This design comes from an exercise in tuning for small area on the open sky130 flow, not from production work.
The RTL was checked by simulation tests, not by an equivalence proof against the original design.
Power is estimated from default activity; no workload was simulated.

==> flow/design.v <==
`default_nettype none
package uio_pkg;
   localparam int unsigned UIO_PORTS        = 4;
   localparam int unsigned UIO_WIDTH        = 32;
   localparam int unsigned UIO_RQ_DEPTH     = 16;
   localparam int unsigned UIO_AFULL_LEVEL  = 10;
   localparam int unsigned UIO_RS_MAX       = UIO_AFULL_LEVEL;
   localparam int unsigned UIO_SLOTS        = UIO_RQ_DEPTH + UIO_RS_MAX;
   localparam int unsigned CSR_ADDR_W = 16;
   localparam int unsigned CSR_DATA_W = 64;
   localparam logic [CSR_ADDR_W-1:0] CSR_SCRATCH_REG0 = 16'h0000;
   localparam logic [CSR_ADDR_W-1:0] CSR_SCRATCH_REG1 = 16'h0008;
   localparam logic [CSR_DATA_W-1:0] CSR_BAD_ADDR_DATA = 64'hdeadbeef_deadbeef;
endpackage
`default_nettype wire
`timescale 1ns/1ns
`default_nettype none
module uio_fifo
#(
   parameter int WIDTH = uio_pkg::UIO_WIDTH,
   parameter int SLOTS = uio_pkg::UIO_SLOTS
) (
   input  wire              clk_per,
   input  wire  [SLOTS-1:0] i_wr_sel,
   input  wire  [WIDTH-1:0] i_din,
   input  wire  [SLOTS-1:0] i_rd_sel,
   output logic [WIDTH-1:0] o_dout
);
   logic [WIDTH-1:0] slot [SLOTS];
   for (genvar i = 0; i < SLOTS; i++) begin : g_slot
      always_ff @(posedge clk_per) begin
         if (i_wr_sel[i]) begin
            slot[i] <= i_din;
         end
      end
   end
   localparam int GROUPS = SLOTS / 3;
   localparam int REST   = SLOTS - 3 * GROUPS;
   for (genvar b = 0; b < WIDTH; b++) begin : g_bit
      logic [GROUPS-1:0] grp_n;
      logic              rest;
      for (genvar g = 0; g < GROUPS; g++) begin : g_grp
         uio_aoi3 aoi_i (
            .i_d ({slot[3*g+2][b], slot[3*g+1][b], slot[3*g][b]}),
            .i_s (i_rd_sel[3*g +: 3]),
            .o_n (grp_n[g])
         );
      end
      always_comb begin
         rest = 1'b0;
         for (int k = 3 * GROUPS; k < SLOTS; k++) begin
            rest = rest | (slot[k][b] & i_rd_sel[k]);
         end
      end
      assign o_dout[b] = ~&grp_n | rest;
   end
endmodule
`default_nettype wire
`default_nettype none
module uio_aoi3
(
   input  wire  [2:0] i_d,
   input  wire  [2:0] i_s,
   output logic       o_n
);
   assign o_n = ~|(i_d & i_s);
endmodule
`default_nettype wire
`timescale 1ns/1ns
`default_nettype none
module uio_lane
(
   input  wire                           clk_per,
   input  wire                           i_rst_n,
   input  wire                           i_rq_vld,
   input  wire  [uio_pkg::UIO_WIDTH-1:0] i_rq_data,
   output logic                          o_rq_afull,
   output logic                          o_rs_vld,
   output logic [uio_pkg::UIO_WIDTH-1:0] o_rs_data,
   input  wire                           i_rs_afull
);
   localparam int SLOTS = uio_pkg::UIO_SLOTS;
   localparam int AW    = $clog2(SLOTS);
   logic [AW-1:0] wr_ptr;
   logic [AW-1:0] mid_ptr;
   logic [AW-1:0] rd_ptr;
   logic [4:0]    rq_cnt;      
   logic [3:0]    rs_cnt;      
   logic          push;
   logic          xfer;
   logic          pop;
   function automatic logic [AW-1:0] ptr_inc(input logic [AW-1:0] ptr);
      ptr_inc = (ptr == AW'(SLOTS - 1)) ? AW'(0) : AW'(ptr + 1'b1);
   endfunction
   assign push = i_rq_vld && (rq_cnt != 5'(uio_pkg::UIO_RQ_DEPTH));
   assign xfer = (rq_cnt != '0) && (rs_cnt < 4'(uio_pkg::UIO_RS_MAX));
   assign pop  = (rs_cnt != '0) && !i_rs_afull;
   always_ff @(posedge clk_per or negedge i_rst_n) begin
      if (!i_rst_n) begin
         wr_ptr  <= '0;
         mid_ptr <= '0;
         rd_ptr  <= '0;
         rq_cnt  <= '0;
         rs_cnt  <= '0;
      end else begin
         if (push) begin
            wr_ptr <= ptr_inc(wr_ptr);
         end
         if (xfer) begin
            mid_ptr <= ptr_inc(mid_ptr);
         end
         if (pop) begin
            rd_ptr <= ptr_inc(rd_ptr);
         end
         case ({push, xfer})
            2'b10:   rq_cnt <= rq_cnt + 1'b1;
            2'b01:   rq_cnt <= rq_cnt - 1'b1;
            default: rq_cnt <= rq_cnt;
         endcase
         case ({xfer, pop})
            2'b10:   rs_cnt <= rs_cnt + 1'b1;
            2'b01:   rs_cnt <= rs_cnt - 1'b1;
            default: rs_cnt <= rs_cnt;
         endcase
      end
   end
   logic [SLOTS-1:0] wr_sel;
   logic [SLOTS-1:0] rd_sel;
   for (genvar i = 0; i < SLOTS; i++) begin : g_sel
      assign wr_sel[i] = push && (wr_ptr == AW'(i));
      assign rd_sel[i] = (rd_ptr == AW'(i));
   end
   uio_fifo #(
      .WIDTH (uio_pkg::UIO_WIDTH),
      .SLOTS (SLOTS)
   ) slots_i (
      .clk_per  (clk_per),
      .i_wr_sel (wr_sel),
      .i_din    (i_rq_data),
      .i_rd_sel (rd_sel),
      .o_dout   (o_rs_data)
   );
   assign o_rq_afull = (rq_cnt >= 5'(uio_pkg::UIO_AFULL_LEVEL));
   assign o_rs_vld   = pop;
endmodule
`default_nettype wire
`timescale 1ns/1ns
`default_nettype none
module uio_csr
(
   input  wire                           clk_per,
   input  wire                           i_rst_n,
   input  wire  [uio_pkg::CSR_ADDR_W-1:0] i_addr,
   input  wire  [uio_pkg::CSR_DATA_W-1:0] i_data,
   input  wire                           i_wr_vld,
   input  wire                           i_rd_vld,
   output logic [uio_pkg::CSR_DATA_W-1:0] o_data,
   output logic                          o_rd_ack
);
   logic [uio_pkg::CSR_DATA_W-1:0] scratch0;
   logic [uio_pkg::CSR_DATA_W-1:0] scratch1;
   logic                           wrote0;
   logic                           wrote1;
   logic [uio_pkg::CSR_DATA_W-1:0] rd_mux;
   logic [uio_pkg::CSR_DATA_W-1:0] rd_data;
   logic                           rd_ack;
   logic                           sel0;
   logic                           sel1;
   assign sel0 = (i_addr == uio_pkg::CSR_SCRATCH_REG0);
   assign sel1 = (i_addr == uio_pkg::CSR_SCRATCH_REG1);
   always_comb begin
      case (1'b1)
         sel0:    rd_mux = wrote0 ? scratch0 : '0;
         sel1:    rd_mux = wrote1 ? scratch1 : '0;
         default: rd_mux = uio_pkg::CSR_BAD_ADDR_DATA;
      endcase
   end
   always_ff @(posedge clk_per or negedge i_rst_n) begin
      if (!i_rst_n) begin
         wrote0 <= 1'b0;
         wrote1 <= 1'b0;
      end else if (i_wr_vld) begin
         if (sel0) begin
            wrote0 <= 1'b1;
         end
         if (sel1) begin
            wrote1 <= 1'b1;
         end
      end
   end
   always_ff @(posedge clk_per) begin
      if (i_wr_vld && sel0) begin
         scratch0 <= i_data;
      end
      if (i_wr_vld && sel1) begin
         scratch1 <= i_data;
      end
   end
   always_ff @(posedge clk_per or negedge i_rst_n) begin
      if (!i_rst_n) begin
         rd_ack <= 1'b0;
      end else begin
         rd_ack <= i_rd_vld;
      end
   end
   always_ff @(posedge clk_per) begin
      rd_data <= rd_mux;
   end
   assign o_data   = rd_data;
   assign o_rd_ack = rd_ack;
endmodule
`default_nettype wire
`timescale 1ns/1ns
`default_nettype none
module uio_loop
(
   input  wire                                clk_per,
   input  wire                                i_rst_n,
   input  wire  [uio_pkg::UIO_PORTS-1:0]                    i_rq_vld,
   input  wire  [uio_pkg::UIO_PORTS*uio_pkg::UIO_WIDTH-1:0] i_rq_data,
   output wire  [uio_pkg::UIO_PORTS-1:0]                    o_rq_afull,
   output wire  [uio_pkg::UIO_PORTS-1:0]                    o_rs_vld,
   output wire  [uio_pkg::UIO_PORTS*uio_pkg::UIO_WIDTH-1:0] o_rs_data,
   input  wire  [uio_pkg::UIO_PORTS-1:0]                    i_rs_afull,
   input  wire  [uio_pkg::CSR_ADDR_W-1:0]                   i_csr_addr,
   input  wire  [uio_pkg::CSR_DATA_W-1:0]                   i_csr_data,
   input  wire                                              i_csr_wr_vld,
   input  wire                                              i_csr_rd_vld,
   output wire  [uio_pkg::CSR_DATA_W-1:0]                   o_csr_data,
   output wire                                              o_csr_rd_ack
);
   for (genvar p = 0; p < uio_pkg::UIO_PORTS; p++) begin : g_lane
      uio_lane lane_i (
         .clk_per    (clk_per),
         .i_rst_n    (i_rst_n),
         .i_rq_vld   (i_rq_vld[p]),
         .i_rq_data  (i_rq_data[p*uio_pkg::UIO_WIDTH +: uio_pkg::UIO_WIDTH]),
         .o_rq_afull (o_rq_afull[p]),
         .o_rs_vld   (o_rs_vld[p]),
         .o_rs_data  (o_rs_data[p*uio_pkg::UIO_WIDTH +: uio_pkg::UIO_WIDTH]),
         .i_rs_afull (i_rs_afull[p])
      );
   end
   uio_csr csr_i (
      .clk_per  (clk_per),
      .i_rst_n  (i_rst_n),
      .i_addr   (i_csr_addr),
      .i_data   (i_csr_data),
      .i_wr_vld (i_csr_wr_vld),
      .i_rd_vld (i_csr_rd_vld),
      .o_data   (o_csr_data),
      .o_rd_ack (o_csr_rd_ack)
   );
endmodule
`default_nettype wire
clock: 6.0 ns
lec_check: 0
cap_margin: 20
core_margin: 2
core_utilization: 60
cts_buf_list: sky130_fd_sc_hd__clkbuf_8
cts_cluster_size: 20
slew_margin: 20
synth_hierarchical: 1
synth_minimum_keep_size: 0
run.sh (not shown) runs the stock make flow with config.mk's settings and CLKGATE_MAP_FILE= SYNTH_SCRIPT=/design/flow/synth_recipe.tcl, a recipe that flattens the netlist after the stock synthesis.
Next try:
==> flow/flow/run.sh (new file) <==
#!/bin/bash
# The standard layout, with two changes: ports get the smallest buffer
# (buf_1) instead of the one buffer_ports picks, and clock tree synthesis
# builds larger sink clusters without dummy loads.
set -euo pipefail
CTS="-sink_clustering_enable -repair_clock_nets"
CTS="$CTS -sink_clustering_size 18 -sink_clustering_max_diameter 60"
CTS="$CTS -buf_list sky130_fd_sc_hd__clkbuf_8 -dont_use_dummy_load"
bash standard.sh \
   "CTS_ARGS=$CTS" \
   "BUFFER_PORTS_ARGS=-buffer_cell sky130_fd_sc_hd__buf_1" \
   finish > standard.log 2>&1
==> flow/standard.sh (new file) <==
#!/bin/bash
# synth_recipe.tcl (not shown) runs the flow's synth.tcl, then flattens the netlist and writes it again
# the make line also repeats each setting of config.mk as NAME=value (left out here)
make -C /OpenROAD-flow-scripts/flow DESIGN_CONFIG=/design/flow/config.mk WORK_HOME=/design/flow/orfs CLKGATE_MAP_FILE= SYNTH_SCRIPT=/design/flow/synth_recipe.tcl "${@:-finish}"
CAP_MARGIN = 10   (was 20)
CORE_UTILIZATION = 45   (was 60)
CTS_BUF_LIST = default   (was sky130_fd_sc_hd__clkbuf_8)
CTS_CLUSTER_SIZE = default   (was 20)
SLEW_MARGIN = 10   (was 20)
removed: flow/run.sh
Design area fell by 6.0%.
Total power came out lower by 16%.
Via count drops by 3.3%.
Utilization falls by 21 points.
First-iteration DRC count falls by 4.2%.
Routed wire length rose by 0.55%.
Die area climbs by 33%.
Cell count rose by 1.4%.
Combinational power decreases by about 10%.

## re-timing with driven ports
No port has a modelled driver above. Below, the same layouts with a new extraction and two added sets of constraints.
Step 1 (the two cells are an assumption about what drives the block):
set clk [get_ports {clk_per}]
set_driving_cell -lib_cell sky130_fd_sc_hd__clkbuf_16 $clk
set_driving_cell -lib_cell sky130_fd_sc_hd__buf_2 [delete_from_list [all_inputs] $clk]
Step 2 times the ports against the registers' clock, not the clock port: input delays grow and output delays shrink by t, the midpoint of the rising clock arrivals with the driver on.
Slacks: ideal / step 1 / step 2; pairs: ideal / step 1.
run | t, ns | setup WS [ns] | worst setup path at the end | pins driven straight from the clock port
the first run | 1.136 | 0.136 / 0.049 / 1.185 | register to output | 1
the second run | 1.086 | 0.593 / 0.511 / 1.597 | register to output | 1
After both steps every run listed still meets setup and hold.
